From an optimization exercise on the open Yosys and OpenROAD flow, aimed at small area; shortcuts taken in it are not production practice.
Where RTL was checked, it was by simulation tests only, not by an equivalence proof against the original.
Function not checked in runs 2, 4 and 5: the RTL went through the layout flow alone.
Power is estimated from default activity; no workload was simulated.

$ cat design/flow/design.v
`timescale 1ns/1ps
package dma_rx_pkg;
   localparam int IN_DATA_W  = 64;
   localparam int OUT_DATA_W = 256;
   localparam int IN_STRB_W  = IN_DATA_W / 8;
   localparam int OUT_STRB_W = OUT_DATA_W / 8;
   localparam int LANES      = OUT_DATA_W / IN_DATA_W;   
   localparam int LANE_W     = $clog2(LANES);            
   localparam int USER_W     = 128;
   localparam int CNT_W    = 32;
   localparam int WB_ADR_W = 5;    
   localparam int WB_DAT_W = 32;
   typedef logic [IN_DATA_W-1:0]  in_data_t;
   typedef logic [OUT_DATA_W-1:0] out_data_t;
   typedef logic [IN_STRB_W-1:0]  in_strb_t;
   typedef logic [OUT_STRB_W-1:0] out_strb_t;
   typedef logic [USER_W-1:0]     user_t;
   typedef logic [CNT_W-1:0]      cnt_t;
   typedef logic [WB_ADR_W-1:0]   wb_adr_t;
   typedef logic [WB_DAT_W-1:0]   wb_dat_t;
   typedef enum logic [1:0] {
      PK_IDLE = 2'd0,    
      PK_FILL = 2'd1     
   } packer_state_t;
   typedef enum logic [2:0] {
      REG_PKT_OUT      = 3'd0,
      REG_WORD_OUT     = 3'd1,
      REG_PKT_IN       = 3'd2,
      REG_WORD_IN      = 3'd3,
      REG_ERR_IN       = 3'd4,
      REG_EXTRA_IN     = 3'd5,
      REG_PACKER_STATE = 3'd6,
      REG_CLEAR        = 3'd7
   } reg_index_t;
endpackage
`timescale 1ns/1ps
module beat_packer (
   input  logic                      M_AXIS_ACLK,
   input  logic                      reset_n,
   input  dma_rx_pkg::in_data_t      s_axis_tdata,
   input  dma_rx_pkg::in_strb_t      s_axis_tstrb,
   input  dma_rx_pkg::user_t         s_axis_tuser,
   input  logic                      s_axis_tlast,
   input  logic                      s_axis_tvalid,
   output logic                      s_axis_tready,
   output dma_rx_pkg::out_data_t     m_axis_tdata,
   output dma_rx_pkg::out_strb_t     m_axis_tstrb,
   output dma_rx_pkg::user_t         m_axis_tuser,
   output logic                      m_axis_tlast,
   output logic                      m_axis_tvalid,
   input  logic                      m_axis_tready,
   output logic                      beat_acc,
   output logic                      pkt_open       
);
   logic [dma_rx_pkg::LANE_W-1:0] lane;           
   logic [dma_rx_pkg::LANES-1:0]  wr;             
   logic [dma_rx_pkg::LANES-1:0]  hold;           
   logic                          word_done;
   assign s_axis_tready = !m_axis_tvalid || m_axis_tready;
   assign beat_acc      = s_axis_tvalid && s_axis_tready;
   assign word_done     = (lane == dma_rx_pkg::LANE_W'(dma_rx_pkg::LANES - 1)) || s_axis_tlast;
   assign m_axis_tlast = !pkt_open;
   always_comb begin
      for (int i = 0; i < dma_rx_pkg::LANES; i++) begin
         wr[i]   = beat_acc && (lane == dma_rx_pkg::LANE_W'(i));
         hold[i] = !(wr[i] || wr[0]);
      end
   end
   always_ff @(posedge M_AXIS_ACLK) begin
      if (!reset_n) begin
         pkt_open      <= 1'b0;
         lane          <= '0;
         m_axis_tvalid <= 1'b0;
      end else begin
         m_axis_tvalid <= (beat_acc && word_done) || (m_axis_tvalid && !m_axis_tready);
         if (beat_acc) begin
            pkt_open <= !s_axis_tlast;
            lane     <= word_done ? '0 : lane + 1'b1;
         end
      end
   end
   always_ff @(posedge M_AXIS_ACLK) begin
      for (int i = 0; i < dma_rx_pkg::LANES; i++) begin
         m_axis_tdata[i*dma_rx_pkg::IN_DATA_W +: dma_rx_pkg::IN_DATA_W] <=
            (s_axis_tdata & {dma_rx_pkg::IN_DATA_W{wr[i]}}) |
            (m_axis_tdata[i*dma_rx_pkg::IN_DATA_W +: dma_rx_pkg::IN_DATA_W] &
             {dma_rx_pkg::IN_DATA_W{hold[i]}});
         m_axis_tstrb[i*dma_rx_pkg::IN_STRB_W +: dma_rx_pkg::IN_STRB_W] <=
            (s_axis_tstrb & {dma_rx_pkg::IN_STRB_W{wr[i]}}) |
            (m_axis_tstrb[i*dma_rx_pkg::IN_STRB_W +: dma_rx_pkg::IN_STRB_W] &
             {dma_rx_pkg::IN_STRB_W{hold[i]}});
      end
      m_axis_tuser <= (s_axis_tuser & {dma_rx_pkg::USER_W{beat_acc && !pkt_open}}) |
                      (m_axis_tuser & {dma_rx_pkg::USER_W{!(beat_acc && !pkt_open)}});
   end
endmodule
`timescale 1ns/1ps
module traffic_counters (
   input  logic                 M_AXIS_ACLK,
   input  logic                 reset_n,
   input  logic                 clear,
   input  logic [5:0]           load,        
   input  dma_rx_pkg::cnt_t     load_val,
   input  dma_rx_pkg::in_data_t s_axis_tdata,
   input  dma_rx_pkg::in_strb_t s_axis_tstrb,
   input  logic                 s_axis_tlast,
   input  logic                 beat_acc,
   input  logic                 m_axis_tlast,
   input  logic                 m_axis_tvalid,
   input  logic                 m_axis_tready,
   output dma_rx_pkg::cnt_t     pkt_out,
   output dma_rx_pkg::cnt_t     word_out,
   output dma_rx_pkg::cnt_t     pkt_in,
   output dma_rx_pkg::cnt_t     word_in,
   output dma_rx_pkg::cnt_t     err_in,
   output dma_rx_pkg::cnt_t     extra_in
);
   logic [5:0] ev_inc;      
   logic       ev_zero;     
   logic [5:0] inc;
   logic       out_xfer;
   logic [5:0] ld;
   assign out_xfer = m_axis_tvalid && m_axis_tready;
   assign inc[0] = out_xfer && m_axis_tlast;
   assign inc[1] = out_xfer;
   assign inc[2] = beat_acc && s_axis_tlast;
   assign inc[3] = beat_acc && (s_axis_tlast || (&s_axis_tstrb));
   assign inc[4] = beat_acc && (s_axis_tdata == '0);
   assign inc[5] = beat_acc && !s_axis_tlast;
   assign ld = load | {6{!reset_n || clear}};
   always_ff @(posedge M_AXIS_ACLK) begin
      for (int k = 0; k < 6; k++) ev_inc[k] <= inc[k] && !ld[k];
      ev_zero <= inc[2] && !ld[5];
   end
   dma_rx_pkg::cnt_t ld_val;
   assign ld_val = (!reset_n || clear) ? '0 : load_val;
   function automatic dma_rx_pkg::cnt_t incr(input dma_rx_pkg::cnt_t c, input logic e);
      logic carry;
      carry = e;
      for (int i = 0; i < dma_rx_pkg::CNT_W; i++) begin
         incr[i] = c[i] ^ carry;
         carry   = carry & c[i];
      end
   endfunction
   function automatic dma_rx_pkg::cnt_t sel(input logic l, input dma_rx_pkg::cnt_t a,
                                            input logic k, input dma_rx_pkg::cnt_t b);
      logic [dma_rx_pkg::CNT_W-1:0] la, kb;
      la = l ? a : '0;
      kb = k ? b : '0;
      sel = la | kb;
   endfunction
   always_ff @(posedge M_AXIS_ACLK) begin
      pkt_out  <= sel(ld[0], ld_val, !ld[0], incr(pkt_out,  ev_inc[0]));
      word_out <= sel(ld[1], ld_val, !ld[1], incr(word_out, ev_inc[1]));
      pkt_in   <= sel(ld[2], ld_val, !ld[2], incr(pkt_in,   ev_inc[2]));
      word_in  <= sel(ld[3], ld_val, !ld[3], incr(word_in,  ev_inc[3]));
      err_in   <= sel(ld[4], ld_val, !ld[4], incr(err_in,   ev_inc[4]));
      extra_in <= sel(ld[5], ld_val, !ld[5] && !ev_zero, incr(extra_in, ev_inc[5]));
   end
endmodule
`timescale 1ns/1ps
module wb_stat_regs (
   input  logic                      M_AXIS_ACLK,
   input  logic                      reset_n,
   input  logic                      wb_cyc,
   input  logic                      wb_stb,
   input  logic                      wb_we,
   input  dma_rx_pkg::wb_adr_t       wb_adr,
   input  dma_rx_pkg::wb_dat_t       wb_dat_w,
   output logic                      wb_ack,
   output dma_rx_pkg::wb_dat_t       wb_dat_r,
   input  dma_rx_pkg::cnt_t          pkt_out,
   input  dma_rx_pkg::cnt_t          word_out,
   input  dma_rx_pkg::cnt_t          pkt_in,
   input  dma_rx_pkg::cnt_t          word_in,
   input  dma_rx_pkg::cnt_t          err_in,
   input  dma_rx_pkg::cnt_t          extra_in,
   input  logic                      pkt_open,
   output logic                      clear,
   output logic [5:0]                load,
   output dma_rx_pkg::wb_dat_t       load_val
);
   dma_rx_pkg::reg_index_t reg_idx;
   logic [5:0]             sel_q;       
   logic                   open_q;      
   logic                   req;
   assign req     = wb_cyc && wb_stb && !wb_ack;
   assign reg_idx = dma_rx_pkg::reg_index_t'(wb_adr[dma_rx_pkg::WB_ADR_W-1:2]);
   assign clear   = req && wb_we && (reg_idx == dma_rx_pkg::REG_CLEAR);
   always_comb begin
      load = '0;
      if (req && wb_we && (int'(reg_idx) < 6)) load[reg_idx] = 1'b1;
   end
   assign load_val = wb_dat_w;
   always_ff @(posedge M_AXIS_ACLK) begin
      wb_ack <= reset_n && req;
      for (int k = 0; k < 6; k++) sel_q[k] <= (int'(reg_idx) == k);
      open_q <= (reg_idx == dma_rx_pkg::REG_PACKER_STATE) && pkt_open;
   end
   always_comb begin
      wb_dat_r = (pkt_out  & {dma_rx_pkg::WB_DAT_W{sel_q[0]}}) |
                 (word_out & {dma_rx_pkg::WB_DAT_W{sel_q[1]}}) |
                 (pkt_in   & {dma_rx_pkg::WB_DAT_W{sel_q[2]}}) |
                 (word_in  & {dma_rx_pkg::WB_DAT_W{sel_q[3]}}) |
                 (err_in   & {dma_rx_pkg::WB_DAT_W{sel_q[4]}}) |
                 (extra_in & {dma_rx_pkg::WB_DAT_W{sel_q[5]}});
      wb_dat_r[0] = wb_dat_r[0] | open_q;
   end
endmodule
`timescale 1ns/1ps
module dma_rx_path (
   input  logic                    M_AXIS_ACLK,
   input  logic                    reset_n,
   input  dma_rx_pkg::in_data_t    s_axis_tdata,
   input  dma_rx_pkg::in_strb_t    s_axis_tstrb,
   input  dma_rx_pkg::user_t       s_axis_tuser,
   input  logic                    s_axis_tlast,
   input  logic                    s_axis_tvalid,
   output logic                    s_axis_tready,
   output dma_rx_pkg::out_data_t   m_axis_tdata,
   output dma_rx_pkg::out_strb_t   m_axis_tstrb,
   output dma_rx_pkg::user_t       m_axis_tuser,
   output logic                    m_axis_tlast,
   output logic                    m_axis_tvalid,
   input  logic                    m_axis_tready,
   input  logic                    wb_cyc,
   input  logic                    wb_stb,
   input  logic                    wb_we,
   input  dma_rx_pkg::wb_adr_t     wb_adr,
   input  dma_rx_pkg::wb_dat_t     wb_dat_w,
   output logic                    wb_ack,
   output dma_rx_pkg::wb_dat_t     wb_dat_r
);
   logic             pkt_open;
   logic             beat_acc;
   dma_rx_pkg::cnt_t pkt_out;
   dma_rx_pkg::cnt_t word_out;
   dma_rx_pkg::cnt_t pkt_in;
   dma_rx_pkg::cnt_t word_in;
   dma_rx_pkg::cnt_t err_in;
   dma_rx_pkg::cnt_t extra_in;
   logic             clear;       
   logic [5:0]       load;        
   dma_rx_pkg::cnt_t load_val;
   beat_packer packer0 (
      .M_AXIS_ACLK   (M_AXIS_ACLK),
      .reset_n       (reset_n),
      .s_axis_tdata  (s_axis_tdata),
      .s_axis_tstrb  (s_axis_tstrb),
      .s_axis_tuser  (s_axis_tuser),
      .s_axis_tlast  (s_axis_tlast),
      .s_axis_tvalid (s_axis_tvalid),
      .s_axis_tready (s_axis_tready),
      .m_axis_tdata  (m_axis_tdata),
      .m_axis_tstrb  (m_axis_tstrb),
      .m_axis_tuser  (m_axis_tuser),
      .m_axis_tlast  (m_axis_tlast),
      .m_axis_tvalid (m_axis_tvalid),
      .m_axis_tready (m_axis_tready),
      .beat_acc      (beat_acc),
      .pkt_open      (pkt_open)
   );
   traffic_counters counters0 (
      .M_AXIS_ACLK   (M_AXIS_ACLK),
      .reset_n       (reset_n),
      .clear         (clear),
      .load          (load),
      .load_val      (load_val),
      .s_axis_tdata  (s_axis_tdata),
      .s_axis_tstrb  (s_axis_tstrb),
      .s_axis_tlast  (s_axis_tlast),
      .beat_acc      (beat_acc),
      .m_axis_tlast  (m_axis_tlast),
      .m_axis_tvalid (m_axis_tvalid),
      .m_axis_tready (m_axis_tready),
      .pkt_out       (pkt_out),
      .word_out      (word_out),
      .pkt_in        (pkt_in),
      .word_in       (word_in),
      .err_in        (err_in),
      .extra_in      (extra_in)
   );
   wb_stat_regs regs0 (
      .M_AXIS_ACLK  (M_AXIS_ACLK),
      .reset_n      (reset_n),
      .wb_cyc       (wb_cyc),
      .wb_stb       (wb_stb),
      .wb_we        (wb_we),
      .wb_adr       (wb_adr),
      .wb_dat_w     (wb_dat_w),
      .wb_ack       (wb_ack),
      .wb_dat_r     (wb_dat_r),
      .pkt_out      (pkt_out),
      .word_out     (word_out),
      .pkt_in       (pkt_in),
      .word_in      (word_in),
      .err_in       (err_in),
      .extra_in     (extra_in),
      .pkt_open     (pkt_open),
      .clear        (clear),
      .load         (load),
      .load_val     (load_val)
   );
endmodule
$ cat design/flow/flow/run.sh
#!/bin/bash
# Layout flow: the standard ORFS flow, with three area changes.
#  1. After the standard synthesis, the combinational cells are mapped again by ABC with an
#     area-oriented script (remap.ys, remap.abc). Flip-flops keep their instances, names
#     and cell types; only the logic between them is re-mapped.
#  2. Port buffers use the smallest buffer cell.
#  3. The clock tree uses small clock buffers and no dummy balancing loads.
# Each tool's output goes to its own log file in this folder.
set -euo pipefail
R=orfs/results/sky130hd/dma_rx_path/base
LIB=$FLOW_HOME/platforms/sky130hd/lib/sky130_fd_sc_hd__tt_025C_1v80.lib
YOSYS=$(command -v yosys || echo /OpenROAD-flow-scripts/tools/install/yosys/bin/yosys)

export BUFFER_PORTS_ARGS="-buffer_cell sky130_fd_sc_hd__buf_1"
export CTS_ARGS="-sink_clustering_enable -repair_clock_nets -dont_use_dummy_load -buf_list {sky130_fd_sc_hd__clkbuf_4 sky130_fd_sc_hd__clkbuf_8}"

bash standard.sh synth > synth.log 2>&1
cp $R/1_2_yosys.v synth_standard.v

sed -e "s#{LIB}#$LIB#g" -e "s#{IN}#synth_standard.v#" -e "s#{SCRIPT}#$PWD/flow/remap.abc#" \
    -e "s#{OUT}#synth_remapped.v#" flow/remap.ys > remap_run.ys
$YOSYS -s remap_run.ys > remap.log 2>&1

cp synth_remapped.v $R/1_2_yosys.v
rm -f $R/1_synth.odb $R/1_synth.sdc
bash standard.sh > standard.log 2>&1
$ cat design/flow/flow/remap.abc
&get -n
&st
&dc2
&dch -f
&nf -a -R 1000
&put
$ cat design/flow/flow/remap.ys
# Re-maps the combinational cells of the standard synthesis netlist for area.
# The flip-flops (and tie cells) are kept as they are: same instances, names and cell types.
read_liberty -ignore_miss_func -ignore_miss_dir {LIB}
read_verilog {IN}
hierarchy -top dma_rx_path
setattr -mod -set blackbox 1 sky130_fd_sc_hd__edfxtp_1 sky130_fd_sc_hd__dfxtp_1
flatten
rename -hide w:_*_.*
opt_clean -purge
abc -script {SCRIPT} -liberty {LIB} -dont_use sky130_fd_sc_hd__probe_p_8 -dont_use sky130_fd_sc_hd__probec_p_8 -dont_use sky130_fd_sc_hd__lpflow_*
read_liberty -lib -ignore_redef {LIB}
splitnets
opt_clean -purge
hilomap -singleton -hicell sky130_fd_sc_hd__conb_1 HI -locell sky130_fd_sc_hd__conb_1 LO
insbuf -buf sky130_fd_sc_hd__buf_4 A X
check -assert
stat -liberty {LIB}
write_verilog -noattr -nohex -nodec {OUT}
$ cat design/flow/standard.sh
#!/bin/bash
# synth_recipe.tcl (not shown) runs the flow's synth.tcl, then flattens the netlist and writes it again
# the make line also repeats each setting of config.mk as NAME=value (left out here)
make -C /OpenROAD-flow-scripts/flow DESIGN_CONFIG=/design/flow/config.mk WORK_HOME=/design/flow/orfs CLKGATE_MAP_FILE= SYNTH_SCRIPT=/design/flow/synth_recipe.tcl "${@:-finish}"
$ cat design/flow/config.mk
export PLATFORM = sky130hd
export DESIGN_NAME = dma_rx_path
export DESIGN_NICKNAME = dma_rx_path
export VERILOG_FILES = /design/flow/design.v
export SDC_FILE = /design/flow/constraint.sdc
export NUM_CORES = 4
export LEC_CHECK = 0
export CAP_MARGIN = 20
export CORE_MARGIN = 2
export CORE_UTILIZATION = 40
export SLEW_MARGIN = 20
$ cat design/flow/constraint.sdc
create_clock -name core_clock -period 5.0 [get_ports {M_AXIS_ACLK}]
set_input_delay 1.0000 -clock core_clock [delete_from_list [all_inputs] [get_ports {M_AXIS_ACLK}]]
set_output_delay 1.0000 -clock core_clock [all_outputs]
set_load 0.01 [all_outputs]
==> summary.md, run 1 <==
| Metric | Value |
|---|---|
| Synth-to-Final Area Change | 25.7% |
| CP max-delay cell | dfxtp_1 |
| Syn Nets | 1,903 |
| Clock-pin slew on the worst setup and hold paths | 0.05 ns |
| Slew Viols, Final | 0 |
| GPL Wtd Cong | 0.903 |
| Die X | 236 µm |
| Critical R2R Launch | counters0.ev_inc[5] |
| Post-CTS Setup Bufs | 0 |
| Vias in the first global route | 17,900 |
| Syn avg cell area | 13.0 µm² |
| IO Port Bufs | 694 |
| Final Cycle Share | 93.8% |
| Core Area | 53,600 µm² |
| Max incr delay on CP | 0.32 ns |
| Routed Antenna Nets | 0 |
| CTS tree | yes |
| Tmin final | 4.69 ns |
| Drt wl/cell | 25.7 µm |
| Status | finished clean |
| Crit end category | register |
| Reg2Reg Capture Point | counters0.extra_in[29] |
| Slew headroom | 31.3% |
| CP most frequent cell | and3_1 |
| Worst EP arrival | 5.26 ns |
| Worst R2R Path Depth | 21 |
| # DRC | 0 |
| # Max-Cap Violations | 0 |
| CTS Buf Count | 101 |
| Post-detail-place hpwl | 59,900 µm |
| Synthesized instance count | 1,658 |
| Post-Place Setup Slack | 0.0550 ns |
| Pleak | 10.0 nW |
| Final non-filler cell area | 27,200 µm² |
| H-tree depth | 3 |
| Die H | 236 µm |
| Fillers | 4,974 |
| Mapped Area | 21,600 µm² |
| # IOs | 697 |
| Capture point of the worst path | counters0.extra_in[29] |
| Via count | 18,400 |
| # rows | 85 |
| Post-cts resize count | 0 |
| Min-Delay Path Class | reg -> reg |
| Setup TNS Final | 0 ns |
| Maximum vdd drop | 230 µV |
| Worst-case clock buffer depth | 3 |
| Routed WL | 83,000 µm |
| Skew-Pair Late Insertion Delay | 0.68 ns |
| Die Area | 55,900 µm² |
| Critical path data required time | 5.57 ns |
| Placed cells | 3,113 |
| Remaining global-route overflow | 0 |
| Share of layout cells above drive strength 1 | 7.94% |
| Initial DRC Count | 1,656 |
| First-pass GRT wire length | 119,000 µm |
| CTS sink count | 627 |
| Initial Utilization | 40.3% |
| Tightest Pin Transition | 1.03 ns |
| Endpoints failing setup | 0 |
| Nets | 2,765 |
| Pwr dens | 374 nW/µm² |
| Clock root buffer | clkbuf_8 |
| Hold Violations, Final | 0 |
| Setup crit start kind | register |
| Dpl cell area | 25,700 µm² |
| Global Route Usage Sum | 28.4% |
| Setup ws final | 0.311 ns |
| Peak Freq | 213 MHz |
| Sequential cell area | 14,600 µm² |
| Skew final | 0.0599 ns |
| Crit-path cells | and3_2 -> and3_1 -> and3_1 -> and2_4 -> and3_1 -> and2_2 -> and3_1 -> and2_0 -> and3_1 -> and2_4 -> and3_1 -> and2_1 -> and3_1 -> and2_4 -> and3_1 -> and2_0 -> and3_1 -> and2_0 -> and3_1 -> buf_4 -> o32ai_1 |
| Largest net degree at the start of global routing | 74 |
| Hold-fix buffers, CTS | 0 |
| CP Max Fanout | 5 |
| Ys Warns | 3 |
| Worst R2R Setup Slack | 0.31 ns |
| Multi-input logic area | 7050 µm² |
| Drt pass-1 iters | 12 |
| Avg Vias per Cell | 5.68 |
| Post-Layout Cell Count | 3,229 |
| Worst setup path class | reg -> reg |
| Worst Setup SP | counters0.ev_inc[5] |
| Initial antenna violation count | 20 |
[power breakdown]
group          total [mW]  switching (mW)  internal (mW)
registers            5.67           0.138           5.53
clock network        3.59            1.82           1.77
logic               0.904           0.636          0.268
[through the flow]
stage	hold WS, ns	util (%)	total power [mW]
2_1_floorplan	0.480	-	6.15
3_3_place_gp	0.456	47.9	6.66
3_5_place_dp	0.455	47.9	6.67
4_1_cts	0.431	50.5	10.3
5_1_grt	0.467	50.7	10.5
6_report	0.476	50.7	10.2
[layout by cell type, fill, tap and decap left out, types with 4 or more instances in the layout]
master and n:
nand2_1 133, o21ai_0 39, edfxtp_1 200, dfxtp_1 425, and2_0 7, nor3b_1 4, clkbuf_8 101, diode_2 15
o32ai_1 35, nand3_1 33, a222oi_1 63, xnor2_1 81, o21a_1 4, clkinv_1 35, nor2_4 5, o22ai_1 9
xor2_1 14, a22o_1 216, and2_1 4, nor4_1 17, buf_1 694, nand4_1 10, nor2_1 41, nor2_2 14
a21o_1 33, a21oi_1 50, nor3_1 4, a31o_1 4, buf_4 62, and3_1 27, a22oi_1 124
[worst min path at each step]
stage                         startpoint                        end  slack (ns)  depth (start not counted)
2_1_floorplan     counters0.word_out[31]     counters0.word_out[31]        0.48                          2
3_3_place_gp   packer0.m_axis_tdata[223]  packer0.m_axis_tdata[223]        0.46                          1
3_5_place_dp    packer0.m_axis_tstrb[29]   packer0.m_axis_tstrb[29]        0.45                          1
4_1_cts                s_axis_tuser[103]                   register        0.43                          1
5_1_grt                 s_axis_tuser[28]                   register        0.47                          1
6_report        packer0.m_axis_tstrb[13]   packer0.m_axis_tstrb[13]        0.48                          1
[cell type report]
cell class,count,area share (%)
Sequential cell,627,53.6
Multi-Input combinational cell,996,26.0
Timing Repair Buffer,759,11.5
Clock buffer,101,5.12
Tap cell,696,3.21
Inverter,35,0.484
Antenna cell,15,0.138
[worst max-delay path, delay by kind of cell, from the launching register on]
kind | cells | cell delay (ns)
and+or+nand+nor | 19 | 3.87
buffers and inverters | 1 | 0.14
AOI/OAI and AO/OA | 1 | 0.27
DFF | 1 | 0.32
[routing by layer]
metal  share of wire, %  GRT usage, %  up-vias
li1                   -             -     8265
met1                 39          34.7     8988
met2                 48          47.3      949
met3                 10          8.74      150
met4                3.2          10.6        4
met5              0.028             0        -
==> run 2, diff against run 1 <==
--- a/design/flow/design.v
+++ b/design/flow/design.v
@@ -135,11 +135,16 @@
    dma_rx_pkg::cnt_t ld_val;
    assign ld_val = (!reset_n || clear) ? '0 : load_val;
    function automatic dma_rx_pkg::cnt_t incr(input dma_rx_pkg::cnt_t c, input logic e);
+      logic cin;
       logic carry;
-      carry = e;
-      for (int i = 0; i < dma_rx_pkg::CNT_W; i++) begin
-         incr[i] = c[i] ^ carry;
-         carry   = carry & c[i];
+      cin = e;
+      for (int j = 0; j < dma_rx_pkg::CNT_W / 4; j++) begin
+         carry = cin;
+         for (int k = 0; k < 4; k++) begin
+            incr[4*j+k] = c[4*j+k] ^ carry;
+            carry       = carry & c[4*j+k];
+         end
+         cin = cin & (&c[4*j +: 4]);
       end
    endfunction
    function automatic dma_rx_pkg::cnt_t sel(input logic l, input dma_rx_pkg::cnt_t a,
==> summary.md, run 2 <==
| Metric | Value |
|---|---|
| Avg Vias per Cell | 5.78 |
| Synth-to-Final Area Change | 24.3% |
| Tightest Pin Transition | 1.00 ns |
| Core Area | 55,000 µm² |
| Routed Antenna Nets | 0 |
| Hold_sp | packer0.m_axis_tdata[225] |
| Maximum vdd drop | 251 µV |
| Peak Freq | 267 MHz |
| Syn avg cell area | 11.8 µm² |
| Post-cts resize count | 0 |
| RSZ-0062 raised after global routing | no |
| Commonest non-fill, non-tap cells in the layout | buf_1 (694), dfxtp_1 (427), a21oi_1 (228) |
| Reg2Reg Capture Point | counters0.pkt_in[31] |
| Initial antenna violation count | 41 |
| Vias in the first global route | 19,000 |
| Dpl cell area | 26,100 µm² |
| GPL Wtd Cong | 0.948 |
| Drt wl/cell | 25.9 µm |
| Hold Violations, Final | 0 |
| Worst R2R Setup Slack | 1.25 ns |
| Fillers | 5,089 |
| Post-detail-place hpwl | 64,400 µm |
| Die Area | 57,400 µm² |
| Worst setup path class | reg -> reg |
| CTS sink count | 627 |
| Placed cells | 3,357 |
| Slew Viols, Final | 0 |
| Max incr delay on CP | 0.72 ns |
| Part of the power in registers | 55.8% |
| Pleak | 9.67 nW |
| Final non-filler cell area | 27,600 µm² |
| Net Sw Power | 2.57 mW |
| First-pass GRT wire length | 129,000 µm |
| Critical R2R Launch | counters0.pkt_in[0] |
| Nets | 2,957 |
| Skew-Pair Late Insertion Delay | 0.68 ns |
| Remaining global-route overflow | 0 |
| CTS tree | yes |
| Multi-input logic area | 7670 µm² |
| CP Max Fanout | 6 |
| Final Cycle Share | 74.9% |
| Routed WL | 90,500 µm |
| Tmin final | 3.75 ns |
| # IOs | 697 |
| Status | finished clean |
| Global Route Usage Sum | 30.6% |
| Sequential cell area | 14,600 µm² |
| # rows | 86 |
| Post-CTS Setup Bufs | 0 |
| CP delay by family, top | simple AND/OR/NAND/NOR gates |
| Gate power share | 8.4% |
| Slew headroom | 33.1% |
| Hold-fix buffers, CTS | 0 |
| Syn Nets | 2,124 |
| Pwr dens | 366 nW/µm² |
| Via count | 20,200 |
| Buf+Inv Stages, Crit Path | 2 |
| Worst Setup SP | counters0.pkt_in[0] |
| CTS Buf Count | 101 |
| CP max-delay cell | nor3_1 |
| Clock-pin slew on the worst setup and hold paths | 0.05 ns |
| Post-layout power | 10.1 mW |
| Skew final | 0.0628 ns |
| Worst-case clock buffer depth | 3 |
| Die X | 240 µm |
| IO Port Bufs | 694 |
| # DRC | 0 |
| Switching part of the total power | 25.5% |
| Crit end category | register |
| Die H | 240 µm |
| Post-Layout Cell Count | 3,490 |
| Share of layout cells above drive strength 1 | 5.54% |
| Initial DRC Count | 2,182 |
| Synthesized instance count | 1,879 |
| Initial Utilization | 40.3% |
| Endpoints failing setup | 0 |
| Stages on worst setup path | 12 |
| Clock root buffer | clkbuf_8 |
| Hold depth | 1 |
| Setup TNS Final | 0 ns |
| Largest net degree at the start of global routing | 129 |
| Capture point of the worst path | counters0.pkt_in[31] |
| Int Pwr | 7.52 mW |
| # Max-Cap Violations | 0 |
| Drt pass-1 iters | 8 |
| Ys Warns | 3 |
| Worst R2R Path Depth | 12 |
| Clock power frac | 35.8% |
| Setup crit start kind | register |
| Min-Delay Path Class | reg -> reg |
| Commonest non-fill, non-tap cell in the layout | buf_1 |
| Worst EP arrival | 4.30 ns |
| Critical path data required time | 5.56 ns |
| Mapped Area | 22,200 µm² |
| H-tree depth | 3 |
| CP most frequent cell | nor3_1 |
| Crit-path cells | nand4_1 -> nor2_1 -> nand2_1 -> nor3_1 -> buf_4 -> clkinv_1 -> nor3_1 -> nand2_1 -> nor3_1 -> nand4_1 -> xor2_1 -> a21oi_1 |
-- run 2: cell types whose count changed in the layout (fill, tap and decap cells not counted), moves of 35 or more --
cell,previous run,this run
nor3_1,4,60
nor2_1,41,114
a21oi_1,50,228
a22oi_1,124,6
o32ai_1,35,0
xnor2_1,81,21
o21ai_0,39,126
-- run 2: worst min-delay path by stage --
stage / endpoint / slack (ns)
after global routing: register / 0.45
after global placement: packer0.m_axis_tdata[236] / 0.45
after floorplan: counters0.word_in[31] / 0.48
after detailed placement: packer0.m_axis_tdata[202] / 0.45
final: packer0.m_axis_tdata[225] / 0.47
after CTS: register / 0.42
-- run 2: layout make-up --
| cell class | count | share of cell area [%] |
|---|---|---|
| multi-input cells | 1240 | 27.8 |
| well taps | 748 | 3.40 |
| diodes | 32 | 0.290 |
| flip-flops and latches | 627 | 52.8 |
| inverters | 12 | 0.163 |
| clock buffers | 101 | 5.04 |
| repair buffers | 730 | 10.5 |
-- run 2: per-layer routing --
| metal | part of all wire (%) | track usage [%] |
|---|---|---|
| met5 | 0.12 | 0 |
| met4 | 4.4 | 15.4 |
| met3 | 12 | 10.1 |
| met2 | 46 | 47.8 |
| met1 | 38 | 37.7 |
-- run 2: power groups by stage --
stage | logic, mW | registers, mW | clock network [mW]
2_1_floorplan | 0.252 | 5.83 | 0
3_3_place_gp | 0.837 | 5.72 | 0
3_5_place_dp | 0.845 | 5.73 | 0
4_1_cts | 0.847 | 5.63 | 3.69
5_1_grt | 0.906 | 5.65 | 3.89
6_report | 0.851 | 5.63 | 3.61
-- run 2: stage by stage --
stage / util (%) / setup WS, ns / hold WS, ns
3_3_place_gp: 47.4 / 1.49 / 0.455
4_1_cts: 50.0 / 1.34 / 0.420
6_report: 50.1 / 1.25 / 0.469
2_1_floorplan: - / -0.277 / 0.477
5_1_grt: 50.1 / 0.927 / 0.445
3_5_place_dp: 47.5 / 1.38 / 0.453
==> run 3, diff against run 2 <==
--- a/design/flow/design.v
+++ b/design/flow/design.v
@@ -135,16 +135,11 @@
    dma_rx_pkg::cnt_t ld_val;
    assign ld_val = (!reset_n || clear) ? '0 : load_val;
    function automatic dma_rx_pkg::cnt_t incr(input dma_rx_pkg::cnt_t c, input logic e);
-      logic cin;
       logic carry;
-      cin = e;
-      for (int j = 0; j < dma_rx_pkg::CNT_W / 4; j++) begin
-         carry = cin;
-         for (int k = 0; k < 4; k++) begin
-            incr[4*j+k] = c[4*j+k] ^ carry;
-            carry       = carry & c[4*j+k];
-         end
-         cin = cin & (&c[4*j +: 4]);
+      carry = e;
+      for (int i = 0; i < dma_rx_pkg::CNT_W; i++) begin
+         incr[i] = c[i] ^ carry;
+         carry   = carry & c[i];
       end
    endfunction
    function automatic dma_rx_pkg::cnt_t sel(input logic l, input dma_rx_pkg::cnt_t a,
==> design/flow/flow/run.sh (replaced) <==
#!/bin/bash
# Standard ORFS layout with smaller cells where the standard flow oversizes:
#  - port buffers from the smallest buffer cell,
#  - clock tree from small clock buffers, without dummy balancing loads.
set -e
export BUFFER_PORTS_ARGS="-buffer_cell sky130_fd_sc_hd__buf_1"
export CTS_ARGS="-sink_clustering_enable -repair_clock_nets -dont_use_dummy_load -buf_list {sky130_fd_sc_hd__clkbuf_4 sky130_fd_sc_hd__clkbuf_8}"
bash standard.sh > standard.log 2>&1
removed: design/flow/flow/remap.abc
removed: design/flow/flow/remap.ys
==> summary.md, run 3 <==
| Metric | Value |
|---|---|
| # rows | 89 |
| Setup crit start kind | register |
| GPL Wtd Cong | 0.926 |
| Routed WL | 94,700 µm |
| Clock-pin slew on the worst setup and hold paths | 0.06 ns |
| Status | complete, but fails checks |
| Most common cell in the netlist | dfxtp_1 |
| Largest net degree at the start of global routing | 83 |
| Share of layout cells above drive strength 1 | 14.6% |
| Multi-input logic area | 10,800 µm² |
| Skew final | 0.0584 ns |
| Hold_sp | packer0.m_axis_tdata[185] |
| Drt pass-1 iters | 5 |
| Drt wl/cell | 27.6 µm |
| Reg2Reg Capture Point | counters0.extra_in[31] |
| Synthesized instance count | 1,931 |
| Worst R2R Setup Slack | -0.76 ns |
| Slew Viols, Final | 0 |
| Worst EP arrival | 6.34 ns |
| Synth top area share | 35.9% |
| Critical path data required time | 5.58 ns |
| Critical R2R Launch | counters0.extra_in[0] |
| Synth top area cells | dfxtp_1 (36%), edfxtp_1 (25%), ha_1 (10%) |
| Die Area | 61,500 µm² |
| Die X | 248 µm |
| Clock root buffer | clkbuf_8 |
| Endpoints failing setup | 30 |
| Tmin final | 5.76 ns |
| H-tree depth | 3 |
| Remaining global-route overflow | 0 |
| # Max-Cap Violations | 0 |
| Syn Nets | 2,372 |
| Initial DRC Count | 1,326 |
| # DRC | 0 |
| Hold EP | packer0.m_axis_tdata[185] |
| Crit end category | register |
| Skew-Pair Late Insertion Delay | 0.69 ns |
| Hold Violations, Final | 0 |
| Worst R2R Path Depth | 34 |
| Maximum vdd drop | 232 µV |
| Worst Setup SP | counters0.extra_in[0] |
| Worst-case clock buffer depth | 3 |
| Vias in the first global route | 18,800 |
| Final non-filler cell area | 30,800 µm² |
| Pwr dens | 324 nW/µm² |
| WHS | 0.472 ns |
| CP most frequent cell | ha_4 |
| Synth-to-Final Area Change | 29.3% |
| Largest area contributor in the netlist | dfxtp_1 |
| Commonest non-fill, non-tap cell in the layout | buf_1 |
| Sequential share of the synthesized area | 61.1% |
| Core Area | 58,900 µm² |
| IO Port Bufs | 694 |
| Ys Warns | 3 |
| Slew headroom | 32.0% |
| Failed Checks | setup timing |
| CTS Buf Count | 105 |
| Avg Vias per Cell | 5.54 |
| Post-Place Setup Slack | -0.746 ns |
| Initial antenna violation count | 51 |
| First-pass GRT wire length | 133,000 µm |
| Hold depth | 1 |
| Routed Antenna Nets | 0 |
| RSZ-0062 raised after global routing | yes |
| Mapped Area | 23,800 µm² |
| Syn avg cell area | 12.3 µm² |
| Yosys reg bits | 627 |
| CTS tree | yes |
| Worst setup path class | reg -> reg |
| Pleak | 10.6 nW |
| Post-Layout Cell Count | 3,430 |
| Sequential cell area | 14,600 µm² |
| Tightest Pin Transition | 1.02 ns |
| Commonest non-fill, non-tap cells in the layout | buf_1 (694), dfxtp_1 (410), nand2_1 (274) |
| Synth cell types | 41 |
| Fillers | 5,260 |
| Max incr delay on CP | 0.33 ns |
| Post-layout power | 9.97 mW |
| CP max-delay cell | dfxtp_2 |
| CTS sink count | 627 |
| Via count | 19,000 |
| Initial Utilization | 40.4% |
| Nets | 3,072 |
| Dpl cell area | 29,200 µm² |
| Global Route Usage Sum | 29.9% |
| Final Cycle Share | 115% |
| # IOs | 697 |
| Min-Delay Path Class | reg -> reg |
| Number of synthesized flops with an enable pin | 200 |
| Die H | 248 µm |
| Placed cells | 3,296 |
| Setup ws final | -0.758 ns |
| CP Max Fanout | 2 |
| Post-detail-place hpwl | 69,400 µm |
| Most common library cells after synthesis | dfxtp_1 (427), nand2_1 (285), a22o_1 (216) |
| Synth Flop Type | dfxtp_1 |
| Peak Freq | 174 MHz |
| Post-synth ARST share | 0% |
## run 3: cells by family (layout without fill, tap and decap cells)
group / count (synthesis) / after routing / share of synthesized area, %
adder cells (fa/ha/maj): 196 / 196 / 10.3
other: 0 / 28 / 0
AO/OA/AOI/OAI: 482 / 482 / 14.9
XOR/XNOR: 7 / 7 / 0.257
AND/OR/NAND/NOR: 450 / 450 / 8.54
multiplexers: 31 / 31 / 1.30
flip-flops: 627 / 627 / 61.1
buffers and inverters: 138 / 836 / 3.59
## run 3: layer usage
metal | global-route usage, % | wire length, µm | vias to the layer above
met1 | 36.8 | 37100 | 9314
met4 | 13.8 | 3340 | 18
met5 | 0 | 104 | -
met3 | 10.0 | 9600 | 171
li1 | - | - | 8496
met2 | 47.4 | 44500 | 1005
## run 3: timing repair
| item | 4_1_cts | 5_1_grt |
|---|---|---|
| pin swaps | 17 | 5 |
| endpoints found under the hold margin | 0 | 0 |
| setup endpoints to repair | 30 | 35 |
| gates resized for setup | 8 | 7 |
| buffers inserted | 1 | 0 |
| hold buffers | 0 | 0 |
## run 3: how the worst max path moves through the flow
stage                             endpoint  slack [ns]  cells after the start
finish              counters0.extra_in[31]       -0.76                     34
global route        counters0.extra_in[31]       -0.91                     34
CTS                 counters0.extra_in[31]       -0.77                     34
detailed placement  counters0.extra_in[31]       -0.75                     34
global placement    counters0.extra_in[31]       -0.71                     34
floorplan           counters0.extra_in[31]       -0.55                     34
## run 3: power by group
part | switching [mW] | internal (mW) | total (mW)
registers | 0.122 | 5.46 | 5.58
logic | 0.514 | 0.190 | 0.705
clock network | 1.85 | 1.84 | 3.69
total | 2.49 | 7.48 | 9.97
## run 3: final cells by class
cell class                 count  share of cell area [%]
antenna                       28                   0.227
clock buffer                 105                    4.69
inverter                       7                  0.0853
multi-input combinational   1166                    35.2
sequential                   627                    47.3
tap                          773                    3.14
timing repair buffer         724                    9.35
## run 3: critical path: cells and delay by family, from the launching register on
family	cells	cell delay, ns
fa+ha+maj	31	4.81
flops	1	0.33
simple gates	1	0.30
compound gates	1	0.13
xor+xnor	1	0.11
## run 3: per-stage QoR
step                setup TNS (ns)  util (%)
CTS                         -11.54      52.1
floorplan                    -4.85         -
detailed placement          -11.18      49.6
global route                -14.96      52.3
finish                      -11.41      52.3
global placement             -9.37      49.6
==> run 4, diff against run 3 <==
--- a/design/flow/design.v
+++ b/design/flow/design.v
@@ -134,28 +134,13 @@
    end
    dma_rx_pkg::cnt_t ld_val;
    assign ld_val = (!reset_n || clear) ? '0 : load_val;
-   function automatic dma_rx_pkg::cnt_t incr(input dma_rx_pkg::cnt_t c, input logic e);
-      logic carry;
-      carry = e;
-      for (int i = 0; i < dma_rx_pkg::CNT_W; i++) begin
-         incr[i] = c[i] ^ carry;
-         carry   = carry & c[i];
-      end
-   endfunction
-   function automatic dma_rx_pkg::cnt_t sel(input logic l, input dma_rx_pkg::cnt_t a,
-                                            input logic k, input dma_rx_pkg::cnt_t b);
-      logic [dma_rx_pkg::CNT_W-1:0] la, kb;
-      la = l ? a : '0;
-      kb = k ? b : '0;
-      sel = la | kb;
-   endfunction
-   always_ff @(posedge M_AXIS_ACLK) begin
-      pkt_out  <= sel(ld[0], ld_val, !ld[0], incr(pkt_out,  ev_inc[0]));
-      word_out <= sel(ld[1], ld_val, !ld[1], incr(word_out, ev_inc[1]));
-      pkt_in   <= sel(ld[2], ld_val, !ld[2], incr(pkt_in,   ev_inc[2]));
-      word_in  <= sel(ld[3], ld_val, !ld[3], incr(word_in,  ev_inc[3]));
-      err_in   <= sel(ld[4], ld_val, !ld[4], incr(err_in,   ev_inc[4]));
-      extra_in <= sel(ld[5], ld_val, !ld[5] && !ev_zero, incr(extra_in, ev_inc[5]));
+   always_ff @(posedge M_AXIS_ACLK) begin
+      pkt_out  <= ld[0] ? ld_val : pkt_out  + ev_inc[0];
+      word_out <= ld[1] ? ld_val : word_out + ev_inc[1];
+      pkt_in   <= ld[2] ? ld_val : pkt_in   + ev_inc[2];
+      word_in  <= ld[3] ? ld_val : word_in  + ev_inc[3];
+      err_in   <= ld[4] ? ld_val : err_in   + ev_inc[4];
+      extra_in <= ld[5] ? ld_val : ev_zero ? '0 : extra_in + ev_inc[5];
    end
 endmodule
 `timescale 1ns/1ps
@@ -181,7 +166,7 @@
    output dma_rx_pkg::wb_dat_t       load_val
 );
    dma_rx_pkg::reg_index_t reg_idx;
-   logic [5:0]             sel_q;       
+   dma_rx_pkg::reg_index_t idx_q;       
    logic                   open_q;      
    logic                   req;
    assign req     = wb_cyc && wb_stb && !wb_ack;
@@ -194,17 +179,20 @@
    assign load_val = wb_dat_w;
    always_ff @(posedge M_AXIS_ACLK) begin
       wb_ack <= reset_n && req;
-      for (int k = 0; k < 6; k++) sel_q[k] <= (int'(reg_idx) == k);
-      open_q <= (reg_idx == dma_rx_pkg::REG_PACKER_STATE) && pkt_open;
+      idx_q  <= reg_idx;
+      open_q <= pkt_open;
    end
    always_comb begin
-      wb_dat_r = (pkt_out  & {dma_rx_pkg::WB_DAT_W{sel_q[0]}}) |
-                 (word_out & {dma_rx_pkg::WB_DAT_W{sel_q[1]}}) |
-                 (pkt_in   & {dma_rx_pkg::WB_DAT_W{sel_q[2]}}) |
-                 (word_in  & {dma_rx_pkg::WB_DAT_W{sel_q[3]}}) |
-                 (err_in   & {dma_rx_pkg::WB_DAT_W{sel_q[4]}}) |
-                 (extra_in & {dma_rx_pkg::WB_DAT_W{sel_q[5]}});
-      wb_dat_r[0] = wb_dat_r[0] | open_q;
+      case (idx_q)
+         dma_rx_pkg::REG_PKT_OUT:      wb_dat_r = pkt_out;
+         dma_rx_pkg::REG_WORD_OUT:     wb_dat_r = word_out;
+         dma_rx_pkg::REG_PKT_IN:       wb_dat_r = pkt_in;
+         dma_rx_pkg::REG_WORD_IN:      wb_dat_r = word_in;
+         dma_rx_pkg::REG_ERR_IN:       wb_dat_r = err_in;
+         dma_rx_pkg::REG_EXTRA_IN:     wb_dat_r = extra_in;
+         dma_rx_pkg::REG_PACKER_STATE: wb_dat_r = dma_rx_pkg::wb_dat_t'(open_q);
+         default:                      wb_dat_r = '0;
+      endcase
    end
 endmodule
 `timescale 1ns/1ps
==> design/flow/run.sh (new file) <==
#!/bin/bash
# synth_recipe.tcl (not shown) runs the flow's synth.tcl, then flattens the netlist and writes it again
# the make line also repeats each setting of config.mk as NAME=value (left out here)
make -C /OpenROAD-flow-scripts/flow DESIGN_CONFIG=/design/flow/config.mk WORK_HOME=/design/flow/orfs CLKGATE_MAP_FILE= SYNTH_SCRIPT=/design/flow/synth_recipe.tcl finish
removed: design/flow/flow/run.sh
removed: design/flow/standard.sh
==> summary.md, run 4 <==
| Metric | Value |
|---|---|
| Status | finished clean |
| Yosys reg bits | 624 |
| Routed Antenna Nets | 0 |
| Min-Delay Path Class | reg -> reg |
| Synth-to-Final Area Change | 41.7% |
| Most common library cells after synthesis | dfxtp_1 (424), a22o_1 (216), edfxtp_1 (200) |
| Synth Flop Type | dfxtp_1 |
| Setup ws final | 0.595 ns |
| # rows | 90 |
| Global Route Usage Sum | 30.5% |
| Setup crit start kind | register |
| # Max-Cap Violations | 0 |
| Net Sw Power | 2.77 mW |
| Post-synth ARST share | 0% |
| Dpl cell area | 32,000 µm² |
| Largest net degree at the start of global routing | 129 |
| Hold_sp | packer0.pkt_open |
| Syn avg cell area | 11.2 µm² |
| Endpoints failing setup | 0 |
| Remaining global-route overflow | 0 |
| Final non-filler cell area | 34,300 µm² |
| Clock power frac | 44.1% |
| Part of the power in registers | 46.8% |
| Tightest Pin Transition | 1.16 ns |
| Crit end category | output pin |
| Initial Utilization | 40.3% |
| Clock root buffer | clkbuf_16 |
| Vias in the first global route | 20,300 |
| CP Max Fanout | 16 |
| Drt pass-1 iters | 6 |
| Skew-Pair Late Insertion Delay | 0.60 ns |
| Clock-pin slew on the worst setup and hold paths | 0.06 ns |
| Initial DRC Count | 2,287 |
| Worst R2R Path Depth | 6 |
| Synthesized instance count | 2,158 |
| Critical R2R Launch | counters0.extra_in[0] |
| Core Area | 60,100 µm² |
| CTS Buf Count | 69 |
| Initial antenna violation count | 14 |
| Ys Warns | 3 |
| Commonest non-fill, non-tap cells in the layout | clkdlybuf4s50_1 (694), dfxtp_1 (424), a22o_1 (216) |
| CTS tree | yes |
| Setup TNS Final | 0 ns |
| Die H | 250 µm |
| Routed WL | 98,800 µm |
| Via count | 21,100 |
| Post-cts resize count | 0 |
| Critical path data required time | 4.00 ns |
| Synth top area share | 35.0% |
| Die Area | 62,500 µm² |
| Largest area contributor in the netlist | dfxtp_1 |
| Switching part of the total power | 23.5% |
| Post-Place Setup Slack | 1.02 ns |
| Worst setup path class | reg -> out |
| Hold depth | 0 |
| GPL Wtd Cong | 0.955 |
| CTS sink count | 624 |
| Final Cycle Share | 88.1% |
| Gate power share | 9.1% |
| Drt wl/cell | 27.0 µm |
| Reg2Reg Capture Point | counters0.extra_in[31] |
| Post-detail-place hpwl | 73,200 µm |
| Most common cell in the netlist | dfxtp_1 |
| Slew headroom | 22.2% |
| Post-layout power | 11.8 mW |
| Tmin final | 4.40 ns |
| Synth top area cells | dfxtp_1 (35%), edfxtp_1 (25%), a22o_1 (7.8%) |
| Number of synthesized flops with an enable pin | 200 |
| Sequential share of the synthesized area | 59.8% |
| Peak Freq | 227 MHz |
| Hold-fix buffers, CTS | 0 |
| Hold EP | regs0.open_q |
| Int Pwr | 9.03 mW |
| First-pass GRT wire length | 142,000 µm |
| RSZ-0062 raised after global routing | no |
| # IOs | 697 |
| Slew Viols, Final | 0 |
| Die X | 250 µm |
| Pleak | 11.9 nW |
| IO Port Bufs | 694 |
| Share of layout cells above drive strength 1 | 5.76% |
| Commonest non-fill, non-tap cell in the layout | clkdlybuf4s50_1 |
| Hold Violations, Final | 0 |
| Post-CTS Setup Bufs | 0 |
| Mapped Area | 24,200 µm² |
| H-tree depth | 3 |
| Avg Vias per Cell | 5.77 |
| Maximum vdd drop | 239 µV |
| Skew final | 0.0178 ns |
| Pwr dens | 344 nW/µm² |
| Worst EP arrival | 3.40 ns |
| Nets | 3,079 |
| Syn Nets | 2,424 |
| # DRC | 0 |
| Worst-case clock buffer depth | 3 |
| Worst R2R Setup Slack | 2.29 ns |
| Synth cell types | 50 |
[run 4: cell count changes in the layout (fill, tap and decap cells not counted), sizes merged, moves of 71 or more]
cell           before  now
xnor2               6   91
buf               724   31
a21oi             160   89
xor2                1   86
ha                196   21
clkdlybuf4s50       0  694
o21ai               4   99
nand2             286  106
[run 4: cell type report]
| type | count | area, µm² |
|---|---|---|
| multi-input cells | 1372 | 9220 |
| well taps | 782 | 978 |
| inverters | 21 | 78.8 |
| clock inverters | 35 | 404 |
| diodes | 9 | 22.5 |
| fillers | 5150 | 25800 |
| clock buffers | 89 | 1890 |
| flip-flops and latches | 624 | 14500 |
| repair buffers | 725 | 7240 |
[run 4: stage by stage]
stage / hold WS [ns] / std cells / util, %
after global routing: 0.457 / 3654 / 57.1
after global placement: 0.429 / 3523 / 53.2
after detailed placement: 0.433 / 3524 / 53.2
final: 0.443 / 3657 / 57.1
after CTS: 0.445 / 3648 / 57.0
after floorplan: 0.405 / 2158 / -
[run 4: critical path, stage by stage, from the launching register on]
cell	delay (ns)
dfxtp_1	0.65
nand2_1	0.13
nor2_2	0.73
buf_4	0.37
a22oi_1	0.17
nand3_1	0.19
clkdlybuf4s50_1	0.56
[run 4: logic make-up (layout without fill, tap and decap cells)]
| logic type | Yosys count | in the layout | synth area share [%] |
|---|---|---|---|
| flip-flops | 624 | 624 | 59.8 |
| AO/OA/AOI/OAI | 593 | 593 | 17.4 |
| AND/OR/NAND/NOR | 569 | 569 | 12.1 |
| XOR/XNOR | 177 | 177 | 6.40 |
| buffers and inverters | 162 | 870 | 2.58 |
| adder cells (fa/ha/maj) | 21 | 21 | 1.08 |
| multiplexers | 12 | 12 | 0.501 |
| other | 0 | 9 | 0 |
[run 4: power groups by stage]
stage               Clock [mW]  Sequential (mW)  Combinational (mW)
floorplan                    0             5.69               0.241
global route              5.50             5.53                1.12
global placement             0             5.62                1.07
detailed placement           0             5.62                1.07
finish                    5.21             5.52                1.08
CTS                       5.30             5.52                1.08
[run 4: worst max-delay path by stage]
stage                   startpoint                     end  depth (start not counted)
finish              regs0.idx_q[0]            wb_dat_r[18]                          6
global route        regs0.idx_q[0]            wb_dat_r[16]                          6
floorplan            m_axis_tready                register                          3
CTS                 regs0.idx_q[0]            wb_dat_r[18]                          6
global placement         wb_adr[3]   counters0.extra_in[5]                          9
detailed placement       wb_adr[3]  counters0.extra_in[29]                          9
[run 4: layer usage]
layer	wire length, µm	global-route usage (%)
met5	40	0
met1	39200	39.0
met3	10900	10.0
met4	2440	9.63
met2	46100	48.8
==> run 5, diff against run 4 <==
==> design/flow/flow/run.sh (new file) <==
#!/bin/bash
# Standard ORFS layout, with the port buffers made from the smallest buffer cell.
set -e
cp standard.sh standard_sh.log
export BUFFER_PORTS_ARGS="-buffer_cell sky130_fd_sc_hd__buf_1"
bash standard.sh > standard.log 2>&1
==> design/flow/standard.sh (new file) <==
#!/bin/bash
# synth_recipe.tcl (not shown) runs the flow's synth.tcl, then flattens the netlist and writes it again
# the make line also repeats each setting of config.mk as NAME=value (left out here)
make -C /OpenROAD-flow-scripts/flow DESIGN_CONFIG=/design/flow/config.mk WORK_HOME=/design/flow/orfs CLKGATE_MAP_FILE= SYNTH_SCRIPT=/design/flow/synth_recipe.tcl "${@:-finish}"
removed: design/flow/run.sh
==> summary.md, run 5 <==
| Metric | Value |
|---|---|
| Gate power share | 6.5% |
| Via count | 21,200 |
| Initial DRC Count | 2,168 |
| Largest area contributor in the netlist | dfxtp_1 |
| WHS | 0.437 ns |
| # Max-Cap Violations | 0 |
| Capture point of the worst path | wb_dat_r[18] |
| Slew Viols, Final | 0 |
| CTS tree | yes |
| IO Port Bufs | 694 |
| Syn avg cell area | 11.2 µm² |
| Post-CTS Setup Bufs | 0 |
| Post-cts resize count | 0 |
| Largest net degree at the start of global routing | 73 |
| Most common cell in the netlist | dfxtp_1 |
| Status | finished clean |
| Synth top area cells | dfxtp_1 (35%), edfxtp_1 (25%), a22o_1 (7.8%) |
| Drt wl/cell | 25.4 µm |
| Hold-fix buffers, CTS | 0 |
| Worst Setup SP | regs0.idx_q[0] |
| First-pass GRT wire length | 135,000 µm |
| Syn Nets | 2,424 |
| Remaining global-route overflow | 0 |
| Die H | 250 µm |
| Max incr delay on CP | 0.90 ns |
| Die Area | 62,500 µm² |
| Vias in the first global route | 20,200 |
| Routed WL | 92,900 µm |
| Worst R2R Setup Slack | 2.20 ns |
| H-tree depth | 3 |
| Worst EP arrival | 3.06 ns |
| Commonest non-fill, non-tap cells in the layout | buf_1 (694), dfxtp_1 (424), a22o_1 (216) |
| Tmin final | 4.06 ns |
| Synthesized instance count | 2,158 |
| Initial Utilization | 40.3% |
| WL met1 | 36,400 µm |
| Avg Vias per Cell | 5.78 |
| Peak Freq | 246 MHz |
| DR WL met2 | 42,000 µm |
| Ys Warns | 3 |
| Net Sw Power | 2.82 mW |
| Part of the power in registers | 47.4% |
| Core Area | 60,100 µm² |
| CTS Buf Count | 69 |
| Skew-Pair Late Insertion Delay | 0.61 ns |
| # rows | 90 |
| Worst-case clock buffer depth | 3 |
| Crit-path cells | and3b_1 -> buf_4 -> a22oi_1 -> nand3_1 -> buf_1 |
| Critical R2R Launch | counters0.extra_in[0] |
| Mapped Area | 24,200 µm² |
| Worst setup path class | reg -> out |
| Yosys reg bits | 624 |
| Tightest Pin Transition | 1.08 ns |
| Drt pass-1 iters | 6 |
| Synth cell types | 50 |
| Sequential share of the synthesized area | 59.8% |
| Maximum vdd drop | 329 µV |
| Endpoints failing setup | 0 |
| Top Metal Used | met5 |
| Die X | 250 µm |
| Most common library cells after synthesis | dfxtp_1 (424), a22o_1 (216), edfxtp_1 (200) |
| Int Pwr | 8.82 mW |
| Final Cycle Share | 81.2% |
| CP max-delay cell | and3b_1 |
| CP Max Fanout | 20 |
| Synth top area share | 35.0% |
| Critical path data required time | 4.00 ns |
| Clock-pin slew on the worst setup and hold paths | 0.06 ns |
| Post-detail-place hpwl | 69,100 µm |
| Slew headroom | 27.4% |
| Pwr dens | 387 nW/µm² |
| Commonest non-fill, non-tap cell in the layout | buf_1 |
| Setup crit start kind | register |
| # DRC | 0 |
| Post-synth ARST share | 0% |
| Number of synthesized flops with an enable pin | 200 |
| Clock power frac | 46.1% |
| Synth Flop Type | dfxtp_1 |
| Global Route Usage Sum | 28.5% |
| RSZ-0062 raised after global routing | no |
| GPL Wtd Cong | 0.962 |
| Worst R2R Path Depth | 6 |
| # IOs | 697 |
| Skew final | 0.0244 ns |
| Switching part of the total power | 24.2% |
| Setup TNS Final | 0 ns |
| Reg2Reg Capture Point | counters0.extra_in[31] |
| Routed Antenna Nets | 0 |
| Hold Violations, Final | 0 |
| Pleak | 10.2 nW |
| Fillers | 5,531 |
| Share of layout cells above drive strength 1 | 6.41% |
| Nets | 3,081 |
| Min-Delay Path Class | reg -> reg |
| Synth-to-Final Area Change | 24.3% |
| Crit end category | output pin |
| Initial antenna violation count | 10 |
| Clock root buffer | clkbuf_16 |
| CTS sink count | 624 |
| WL met3 | 10,000 µm |
## run 5: cell type report
type / instances / area (µm²) / area share (%)
repair buffers: 727 / 2890 / 9.58
flip-flops and latches: 624 / 14500 / 48.1
clock inverters: 34 / 428 / 1.42
inverters: 21 / 78.8 / 0.262
diodes: 10 / 25.0 / 0.0831
clock buffers: 92 / 1980 / 6.57
well taps: 782 / 978 / 3.25
multi-input cells: 1372 / 9240 / 30.7
## run 5: stage by stage
stage / instance area, µm² / power, mW / utilization (%) / worst slack, ns / cells
5_1_grt: 30100 / 12.0 / 50.0 / 0.856 / 3656
4_1_cts: 30100 / 11.7 / 50.0 / 0.977 / 3651
3_3_place_gp: 27600 / 6.36 / 46.0 / 1.51 / 3525
6_report: 30100 / 11.6 / 50.1 / 0.938 / 3662
2_1_floorplan: 24200 / 5.93 / - / 1.27 / 2158
3_5_place_dp: 27600 / 6.37 / 46.0 / 1.40 / 3525
## run 5: cells by family after synthesis
group | count (synthesis) | share of synthesized area (%)
AO/OA/AOI/OAI | 593 | 17.4
XOR/XNOR | 177 | 6.40
adder cells (fa/ha/maj) | 21 | 1.08
buffers and inverters | 162 | 2.58
flip-flops | 624 | 59.8
multiplexers | 12 | 0.501
AND/OR/NAND/NOR | 569 | 12.1
## run 5: power by group through the flow
stage / clock network [mW] / registers (mW) / logic, mW
after global routing: 5.65 / 5.53 / 0.798
after CTS: 5.45 / 5.52 / 0.748
after floorplan: 0 / 5.69 / 0.241
after detailed placement: 0 / 5.62 / 0.745
after global placement: 0 / 5.62 / 0.737
final: 5.37 / 5.52 / 0.756
## run 5: per-layer routing
layer,track usage (%),up-vias
met2,44.7,1217
met1,36.6,10300
met4,12.3,4
met3,8.39,203
met5,0,-
li1,-,9484
## run 5: how the worst min path moves through the flow
stage | to | start | depth (start not counted)
global route | regs0.open_q | packer0.pkt_open | 0
detailed placement | regs0.open_q | packer0.pkt_open | 0
global placement | regs0.open_q | packer0.pkt_open | 0
finish | regs0.open_q | packer0.pkt_open | 0
CTS | regs0.open_q | packer0.pkt_open | 0
floorplan | regs0.open_q | packer0.pkt_open | 0
## run 5: critical path, delay by kind of cell, from the launching register on
kind,cells,cell delay (ns)
AND/OR/NAND/NOR,2,1.08
flip-flops,1,0.66
buffers and inverters,2,0.55
AO/OA/AOI/OAI,1,0.13
==> run 6, diff against run 5 <==
--- a/design/flow/design.v
+++ b/design/flow/design.v
@@ -134,13 +134,21 @@
    end
    dma_rx_pkg::cnt_t ld_val;
    assign ld_val = (!reset_n || clear) ? '0 : load_val;
-   always_ff @(posedge M_AXIS_ACLK) begin
-      pkt_out  <= ld[0] ? ld_val : pkt_out  + ev_inc[0];
-      word_out <= ld[1] ? ld_val : word_out + ev_inc[1];
-      pkt_in   <= ld[2] ? ld_val : pkt_in   + ev_inc[2];
-      word_in  <= ld[3] ? ld_val : word_in  + ev_inc[3];
-      err_in   <= ld[4] ? ld_val : err_in   + ev_inc[4];
-      extra_in <= ld[5] ? ld_val : ev_zero ? '0 : extra_in + ev_inc[5];
+   function automatic dma_rx_pkg::cnt_t incr(input dma_rx_pkg::cnt_t c, input logic e);
+      logic carry;
+      carry = e;
+      for (int i = 0; i < dma_rx_pkg::CNT_W; i++) begin
+         incr[i] = c[i] ^ carry;
+         carry   = carry & c[i];
+      end
+   endfunction
+   always_ff @(posedge M_AXIS_ACLK) begin
+      pkt_out  <= ld[0] ? ld_val : incr(pkt_out,  ev_inc[0]);
+      word_out <= ld[1] ? ld_val : incr(word_out, ev_inc[1]);
+      pkt_in   <= ld[2] ? ld_val : incr(pkt_in,   ev_inc[2]);
+      word_in  <= ld[3] ? ld_val : incr(word_in,  ev_inc[3]);
+      err_in   <= ld[4] ? ld_val : incr(err_in,   ev_inc[4]);
+      extra_in <= ld[5] ? ld_val : ev_zero ? '0 : incr(extra_in, ev_inc[5]);
    end
 endmodule
 `timescale 1ns/1ps
==> design/flow/flow/run.sh (replaced) <==
#!/bin/bash
# Layout flow: the standard ORFS flow, with three area changes.
#  1. After the standard synthesis, the combinational cells are mapped again by ABC with an
#     area-oriented script (remap.ys, remap.abc). Flip-flops keep their instances, names
#     and cell types; only the logic between them is re-mapped.
#  2. Port buffers use the smallest buffer cell.
#  3. The clock tree uses clkbuf_8 buffers in clusters of up to 16 sinks, and no dummy
#     balancing loads.
# Each tool's output goes to its own log file in this folder.
set -euo pipefail
R=orfs/results/sky130hd/dma_rx_path/base
LIB=$FLOW_HOME/platforms/sky130hd/lib/sky130_fd_sc_hd__tt_025C_1v80.lib
YOSYS=$(command -v yosys || echo /OpenROAD-flow-scripts/tools/install/yosys/bin/yosys)

export BUFFER_PORTS_ARGS="-buffer_cell sky130_fd_sc_hd__buf_1"
export CTS_ARGS="-sink_clustering_enable -repair_clock_nets -dont_use_dummy_load -buf_list {sky130_fd_sc_hd__clkbuf_8} -sink_clustering_size 16 -sink_clustering_max_diameter 60"

bash standard.sh synth > synth.log 2>&1
cp $R/1_2_yosys.v synth_standard.v

sed -e "s#{LIB}#$LIB#g" -e "s#{IN}#synth_standard.v#" -e "s#{SCRIPT}#$PWD/flow/remap.abc#" \
    -e "s#{OUT}#synth_remapped.v#" flow/remap.ys > remap_run.ys
$YOSYS -s remap_run.ys > remap.log 2>&1

cp synth_remapped.v $R/1_2_yosys.v
rm -f $R/1_synth.odb $R/1_synth.sdc
bash standard.sh > standard.log 2>&1
==> design/flow/flow/remap.abc (new file) <==
&get -n
&st
&dc2
&dch -f
&nf -a -R 1000
&put
==> design/flow/flow/remap.ys (new file) <==
# Re-maps the combinational cells of the standard synthesis netlist for area.
# The flip-flops (and tie cells) are kept as they are: same instances, names and cell types.
read_liberty -ignore_miss_func -ignore_miss_dir {LIB}
read_verilog {IN}
hierarchy -top dma_rx_path
setattr -mod -set blackbox 1 sky130_fd_sc_hd__edfxtp_1 sky130_fd_sc_hd__dfxtp_1
flatten
rename -hide w:_*_.*
opt_clean -purge
abc -script {SCRIPT} -liberty {LIB} -dont_use sky130_fd_sc_hd__probe_p_8 -dont_use sky130_fd_sc_hd__probec_p_8 -dont_use sky130_fd_sc_hd__lpflow_*
read_liberty -lib -ignore_redef {LIB}
splitnets
opt_clean -purge
hilomap -singleton -hicell sky130_fd_sc_hd__conb_1 HI -locell sky130_fd_sc_hd__conb_1 LO
insbuf -buf sky130_fd_sc_hd__buf_4 A X
check -assert
stat -liberty {LIB}
write_verilog -noattr -nohex -nodec {OUT}
--- a/design/flow/config.mk
+++ b/design/flow/config.mk
@@ -7,5 +7,6 @@
 export LEC_CHECK = 0
 export CAP_MARGIN = 20
 export CORE_MARGIN = 2
-export CORE_UTILIZATION = 40
+export CORE_UTILIZATION = 60
+export PLACE_DENSITY = 0.72
 export SLEW_MARGIN = 20
==> summary.md, run 6 <==
| Metric | Value |
|---|---|
| Die H | 193 µm |
| Syn avg cell area | 13.0 µm² |
| Initial Utilization | 60.6% |
| # rows | 69 |
| Mapped Area | 21,400 µm² |
| Status | stopped before the end |
| Ys Warns | 3 |
| Die X | 193 µm |
| First error message | [ERROR PPL-0024] Number of IO pins (697) exceeds maximum number of available positions (692). Increase the die perimeter from 771.34um to 947.92um. |
| Synthesized instance count | 1,647 |
| Last flow stage reached | I/O pin placement |
| Syn Nets | 1,892 |
==> run 7, diff against run 6 <==
--- a/design/flow/config.mk
+++ b/design/flow/config.mk
@@ -7,6 +7,6 @@
 export LEC_CHECK = 0
 export CAP_MARGIN = 20
 export CORE_MARGIN = 2
-export CORE_UTILIZATION = 60
-export PLACE_DENSITY = 0.72
+export CORE_UTILIZATION = 40
+export GPL_TIMING_DRIVEN = 0
 export SLEW_MARGIN = 20
==> summary.md, run 7 <==
| Metric | Value |
|---|---|
| Nets | 2,676 |
| Worst R2R Path Depth | 21 |
| Pwr dens | 345 nW/µm² |
| Peak Freq | 212 MHz |
| Critical path data required time | 5.59 ns |
| CTS sink count | 624 |
| Fillers | 4,862 |
| Slew Viols, Final | 0 |
| IO Port Bufs | 694 |
| Synth-to-Final Area Change | 24.4% |
| Largest net degree at the start of global routing | 74 |
| Crit end category | register |
| # Max-Cap Violations | 0 |
| Worst R2R Setup Slack | 0.28 ns |
| Share of layout cells above drive strength 1 | 7.37% |
| Commonest non-fill, non-tap cell in the layout | buf_1 |
| Routed Antenna Nets | 0 |
| Tmin final | 4.72 ns |
| Skew-Pair Late Insertion Delay | 0.68 ns |
| Reg2Reg Capture Point | counters0.extra_in[31] |
| Hold depth | 0 |
| Die H | 235 µm |
| Post-detail-place hpwl | 62,200 µm |
| Worst EP arrival | 5.32 ns |
| Die X | 235 µm |
| Commonest non-fill, non-tap cells in the layout | buf_1 (694), dfxtp_1 (422), a22o_1 (216) |
| Die Area | 55,400 µm² |
| # DRC | 0 |
| Core Area | 52,800 µm² |
| Vias in the first global route | 17,400 |
| H-tree depth | 2 |
| Pleak | 9.43 nW |
| Initial antenna violation count | 27 |
| First-pass GRT wire length | 120,000 µm |
| Status | finished clean |
| Max incr delay on CP | 0.34 ns |
| Hold EP | regs0.open_q |
| Setup crit start kind | register |
| CP max-delay cell | dfxtp_1 |
| Skew final | 0.0769 ns |
| Hold Violations, Final | 0 |
| Post-Place Setup Slack | -0.483 ns |
| Remaining global-route overflow | 0 |
| Syn Nets | 1,892 |
| Global Route Usage Sum | 29.0% |
| Clock-pin slew on the worst setup and hold paths | 0.10 ns |
| Setup ws final | 0.275 ns |
| Maximum vdd drop | 249 µV |
| Crit-path cells | and3_2 -> and3_4 -> and4_1 -> and2_4 -> and3_2 -> and3_2 -> and3_2 -> and3_4 -> and2_4 -> and3_2 -> and2_2 -> and3_1 -> and2_2 -> and3_1 -> and2_2 -> and3_1 -> and2_4 -> and3_1 -> a21oi_1 -> o21ai_1 -> o21ai_0 |
| # rows | 84 |
| Critical R2R Launch | counters0.ev_inc[5] |
| Mapped Area | 21,400 µm² |
| Hold_sp | packer0.pkt_open |
| Synthesized instance count | 1,647 |
| Initial DRC Count | 1,714 |
| Initial Utilization | 40.6% |
| CP most frequent cell | and3_2 |
| Syn avg cell area | 13.0 µm² |
| Final non-filler cell area | 26,600 µm² |
| Via count | 18,500 |
| GPL Wtd Cong | 0.943 |
| Routed WL | 84,000 µm |
| Worst setup path class | reg -> reg |
| # IOs | 697 |
| Tightest Pin Transition | 0.927 ns |
| Hold-fix buffers, CTS | 0 |
| Drt pass-1 iters | 10 |
| CTS tree | yes |
| Final Cycle Share | 94.5% |
| Ys Warns | 3 |
| CTS Buf Count | 51 |
[run 7: repair_timing]
| action | 4_1_cts | 5_1_grt |
|---|---|---|
| endpoints found under the setup margin | 21 | 25 |
| resized for setup | 40 | 54 |
| pin swaps | 0 | 0 |
[run 7: report_power, final]
| group | switching, mW | leakage (nW) | internal (mW) |
|---|---|---|---|
| registers | 0.134 | 5.35 | 5.50 |
| clock network | 1.63 | 0.367 | 0.910 |
| logic | 0.689 | 3.72 | 0.327 |
| total | 2.45 | 9.43 | 6.74 |
[run 7: worst max-delay path by stage]
stage                          start                        end  slack [ns]  cells past startpoint
2_1_floorplan          m_axis_tready            packer0.lane[1]        0.01                      7
6_report         counters0.ev_inc[5]     counters0.extra_in[31]        0.28                     21
4_1_cts          counters0.pkt_in[0]       counters0.pkt_in[31]       0.005                     20
3_5_place_dp   counters0.extra_in[0]     counters0.extra_in[31]       -0.48                     21
3_3_place_gp           m_axis_tready  packer0.m_axis_tdata[219]       -4.56                      6
5_1_grt         counters0.pkt_out[0]      counters0.pkt_out[31]      -0.008                     21
[run 7: routing by layer]
layer  share of wire [%]  global-route usage, %  routed length, µm  up-vias
met4                 4.4                   11.9               3700       10
met3                 9.5                   8.40               7970      169
met1                  38                   35.1              32100     9160
met2                  48                   48.4              40100      948
li1                    -                      -                  -     8173
met5               0.082                      0                 69        -
[run 7: per-stage QoR]
| step | hold WS, ns | util [%] | cells | power, mW | TNS [ns] |
|---|---|---|---|---|---|
| final | 0.403 | 50.4 | 3137 | 9.19 | 0 |
| after global routing | 0.407 | 50.4 | 3128 | 9.52 | -0.0113 |
| after CTS | 0.405 | 50.1 | 3117 | 9.25 | 0 |
| after detailed placement | 0.452 | 48.7 | 3066 | 6.75 | -3.79 |
| after global placement | 0.447 | 47.2 | 3029 | 6.68 | -769.42 |
| after floorplan | 0.400 | - | 1647 | 6.16 | 0 |
[run 7: final cells by class]
type	count	area [µm²]	share of cell area [%]
repair buffers	731	3320	12.5
flip-flops and latches	624	14500	54.5
diodes	20	50.0	0.188
multi-input cells	1004	7120	26.7
well taps	688	861	3.23
clock buffers	51	702	2.64
inverters	19	71.3	0.268
[run 7: worst max-delay path, delay by kind of cell, from the launching register on]
family | cells | cell delay (ns)
AOI/OAI and AO/OA | 3 | 0.32
DFF | 1 | 0.34
and+or+nand+nor | 18 | 3.99

Check on run 7: ideal ports give 0.275 ns setup slack; a clkbuf_16 on the clock port and buf_2 on the inputs give 0.275 ns; moving port delays by the midpoint clock arrival (0.701 ns) as well gives 0.151 ns.
